Source: an optimization exercise on an open RTL-to-GDS flow (aim: a short achievable clock period and few clock cycles). Production flows keep margins and buffers that such runs may drop.
Only simulation tests tie the RTL to the original design; equivalence was not proved.
Power and IR drop assume default switching activity.

Design mem_ctrl, start of the top module:
module mem_ctrl
#(
    parameter int         RAM_WORDS   = 256,
    parameter int         WAIT_STATES = 0,
    parameter logic [8:0] LED_ADDR    = mem_pkg::LED_ADDR_DEF,
    parameter logic [8:0] SW_ADDR     = mem_pkg::SW_ADDR_DEF
) (
    input  logic        clk,
    input  logic        reset,
    input  logic [1:0]  mem_cmd,
    input  logic [8:0]  mem_addr,
    input  logic [15:0] write_data,
    output logic [15:0] read_data,
    output logic        mem_ready,
    input  logic [7:0]  sw,
    output logic [7:0]  led,
    output logic        bus_err
);
Size: roughly 180,000 µm² of cells after synthesis.
==> module ram_bit, before the edit <==
module ram_bit (
    input  logic       clk,
    input  logic       we,
    input  logic       rsel,
    input  logic [7:0] addr,
    input  logic       wdata,
    output logic       rd_n0,
    output logic       rd_n1
);
    logic [255:0] mem;
    logic [15:0]  lo_n, hi, hi_n, wlo_n;
    logic [255:0] wen;
    always_comb begin
        for (int i = 0; i < 16; i++) begin
            lo_n[i]  = !(addr[3:0] == 4'(i));
            hi[i]    = (addr[7:4] == 4'(i)) && rsel;
            hi_n[i]  = !(addr[7:4] == 4'(i));
            wlo_n[i] = lo_n[i] || !we;
        end
        for (int w = 0; w < 256; w++) begin
            wen[w] = !(wlo_n[w % 16] || hi_n[w / 16]);
        end
    end
    always_ff @(posedge clk) begin
        for (int w = 0; w < 256; w++) begin
            if (wen[w]) begin
                mem[w] <= wdata;
            end
        end
    end
    logic [127:0] t1;
    logic [63:0]  t2;
    logic [31:0]  t3;
    logic [15:0]  t4;
    logic [7:0]   t5;
    logic [3:0]   t6;
    logic [1:0]   t7;
    for (genvar k = 0; k < 128; k++) begin : g_l1
        rd_o22ai u (.a0(mem[2*k]), .s0_n(lo_n[(2*k) % 16]), .a1(mem[2*k+1]),
                    .s1_n(lo_n[(2*k+1) % 16]), .y(t1[k]));
    end
    for (genvar k = 0; k < 64; k++) begin : g_l2
        rd_nor2 u (.a(t1[2*k]), .b(t1[2*k+1]), .y(t2[k]));
    end
    for (genvar k = 0; k < 32; k++) begin : g_l3
        rd_nand2 u (.a(t2[2*k]), .b(t2[2*k+1]), .y(t3[k]));
    end
    for (genvar k = 0; k < 16; k++) begin : g_l4
        rd_nor2 u (.a(t3[2*k]), .b(t3[2*k+1]), .y(t4[k]));
    end
    for (genvar k = 0; k < 8; k++) begin : g_l5
        rd_a22oi u (.a0(t4[2*k]), .s0(hi[2*k]), .a1(t4[2*k+1]), .s1(hi[2*k+1]),
                    .y(t5[k]));
    end
    for (genvar k = 0; k < 4; k++) begin : g_l6
        rd_nand2 u (.a(t5[2*k]), .b(t5[2*k+1]), .y(t6[k]));
    end
    for (genvar k = 0; k < 2; k++) begin : g_l7
        rd_nor2 u (.a(t6[2*k]), .b(t6[2*k+1]), .y(t7[k]));
    end
    assign rd_n0 = t7[0];
    assign rd_n1 = t7[1];
endmodule
==> flow/config.mk <==
export PLATFORM = sky130hd
export DESIGN_NAME = mem_ctrl
export DESIGN_NICKNAME = mem_ctrl
export VERILOG_FILES = /design/flow/design.v
export SDC_FILE = /design/flow/constraint.sdc
export NUM_CORES = 4
export LEC_CHECK = 0
export CAP_MARGIN = 20
export CORE_MARGIN = 2
export CORE_UTILIZATION = 75
export SETUP_SLACK_MARGIN = 1.5
export SLEW_MARGIN = 20
export SYNTH_HIERARCHICAL = 1
export SYNTH_MEMORY_MAX_BITS = 8192
export SYNTH_MINIMUM_KEEP_SIZE = 0
export TNS_END_PERCENT = 10
==> flow/constraint.sdc <==
create_clock -name core_clock -period 5.0 [get_ports {clk}]
set_input_delay 1.0000 -clock core_clock [delete_from_list [all_inputs] [get_ports {clk}]]
set_output_delay 1.0000 -clock core_clock [all_outputs]
set_load 0.01 [all_outputs]
run.sh (not shown) runs the stock make flow with config.mk's settings and CLKGATE_MAP_FILE= SYNTH_SCRIPT=/design/flow/synth_recipe.tcl, a recipe that flattens the netlist after the stock synthesis.
Testbench counts at the start, summed over its fixed seeds: cycles 3,200.
Then changed:
--- a/flow/design.v
+++ b/flow/design.v
@@ -25,8 +25,14 @@
     output logic y
 );
     assign y = ~((a0 & s0) | (a1 & s1));
 endmodule
+module rd_inv (
+    input  logic a,
+    output logic y
+);
+    assign y = ~a;
+endmodule
 module rd_nand2 (
     input  logic a,
     input  logic b,
     output logic y
@@ -49,16 +55,28 @@
     output logic       rd_n0,
     output logic       rd_n1
 );
     logic [255:0] mem;
-    logic [15:0]  lo_n, hi, hi_n, wlo_n;
+    logic [3:0]   pa, pb;
+    logic [15:0]  lo0_n, lo1_n, hi, hi_n, wlo_n;
     logic [255:0] wen;
+    logic [3:0] addr_n;
+    for (genvar j = 0; j < 4; j++) begin : g_ainv
+        rd_inv u (.a(addr[j]), .y(addr_n[j]));
+    end
+    for (genvar i = 0; i < 4; i++) begin : g_pair
+        rd_nor2 ua (.a(i[0] ? addr_n[0] : addr[0]), .b(i[1] ? addr_n[1] : addr[1]), .y(pa[i]));
+        rd_nor2 ub (.a(i[0] ? addr_n[2] : addr[2]), .b(i[1] ? addr_n[3] : addr[3]), .y(pb[i]));
+    end
+    for (genvar i = 0; i < 16; i++) begin : g_lo
+        rd_nand2 u0 (.a(pa[i % 4]), .b(pb[i / 4]), .y(lo0_n[i]));
+        rd_nand2 u1 (.a(pa[i % 4]), .b(pb[i / 4]), .y(lo1_n[i]));
+    end
     always_comb begin
         for (int i = 0; i < 16; i++) begin
-            lo_n[i]  = !(addr[3:0] == 4'(i));
+            wlo_n[i] = !(pa[i % 4] && pb[i / 4] && we);
             hi[i]    = (addr[7:4] == 4'(i)) && rsel;
             hi_n[i]  = !(addr[7:4] == 4'(i));
-            wlo_n[i] = lo_n[i] || !we;
         end
         for (int w = 0; w < 256; w++) begin
             wen[w] = !(wlo_n[w % 16] || hi_n[w / 16]);
         end
@@ -76,11 +94,15 @@
     logic [15:0]  t4;
     logic [7:0]   t5;
     logic [3:0]   t6;
     logic [1:0]   t7;
-    for (genvar k = 0; k < 128; k++) begin : g_l1
-        rd_o22ai u (.a0(mem[2*k]), .s0_n(lo_n[(2*k) % 16]), .a1(mem[2*k+1]),
-                    .s1_n(lo_n[(2*k+1) % 16]), .y(t1[k]));
+    for (genvar k = 0; k < 64; k++) begin : g_l1a
+        rd_o22ai u (.a0(mem[2*k]), .s0_n(lo0_n[(2*k) % 16]), .a1(mem[2*k+1]),
+                    .s1_n(lo0_n[(2*k+1) % 16]), .y(t1[k]));
+    end
+    for (genvar k = 64; k < 128; k++) begin : g_l1b
+        rd_o22ai u (.a0(mem[2*k]), .s0_n(lo1_n[(2*k) % 16]), .a1(mem[2*k+1]),
+                    .s1_n(lo1_n[(2*k+1) % 16]), .y(t1[k]));
     end
     for (genvar k = 0; k < 64; k++) begin : g_l2
         rd_nor2 u (.a(t1[2*k]), .b(t1[2*k+1]), .y(t2[k]));
     end
Effect: Clock power is lower by about 4%. Sequential share of layout area is higher by 1.6 points. Final area is lower by 2.5%. Wire length is lower by 7.1%. Clock skew is higher by 0.022 ns. Total power is lower by 2.6%. Core utilization is higher by 0.88 points. Worst setup slack loses 0.057 ns. Cell count is higher by 0.88%.
Testbench counts after the change, summed over its fixed seeds: cycles 3,200.

afterwards: timing with drivers on the ports:
Ports are ideal in the flow. The routed layouts listed here were re-timed in OpenROAD. Step 1 (the two cells are an assumption about what drives the block):
set clk [get_ports {clk}]
set_driving_cell -lib_cell sky130_fd_sc_hd__clkbuf_16 $clk
set_driving_cell -lib_cell sky130_fd_sc_hd__buf_2 [delete_from_list [all_inputs] $clk]
Step 2 adds t to the input delays and takes it off the output delays; t is the mean of the earliest and latest rising clock arrival at the registers after step 1. Input paths then give back, and output paths get back, about the clock's delay inside the block. a / b / c = ideal / step 1 / step 2; a / b = the first two.
run	shift t [ns]	setup WS [ns]	slew at the worst register clock pin (ns)	worst slew at a driven data input, ns
the first run	1.054	0.517 / 0.133 / 0.133	0.07 / 0.07	0.46
the second run	1.059	0.460 / 0.196 / 0.196	0.11 / 0.11	0.32
After both steps every run listed still meets setup and hold. The setup slack of the first run, which loses most, moves by -0.384 ns with the drivers and by -0.384 ns with both steps.
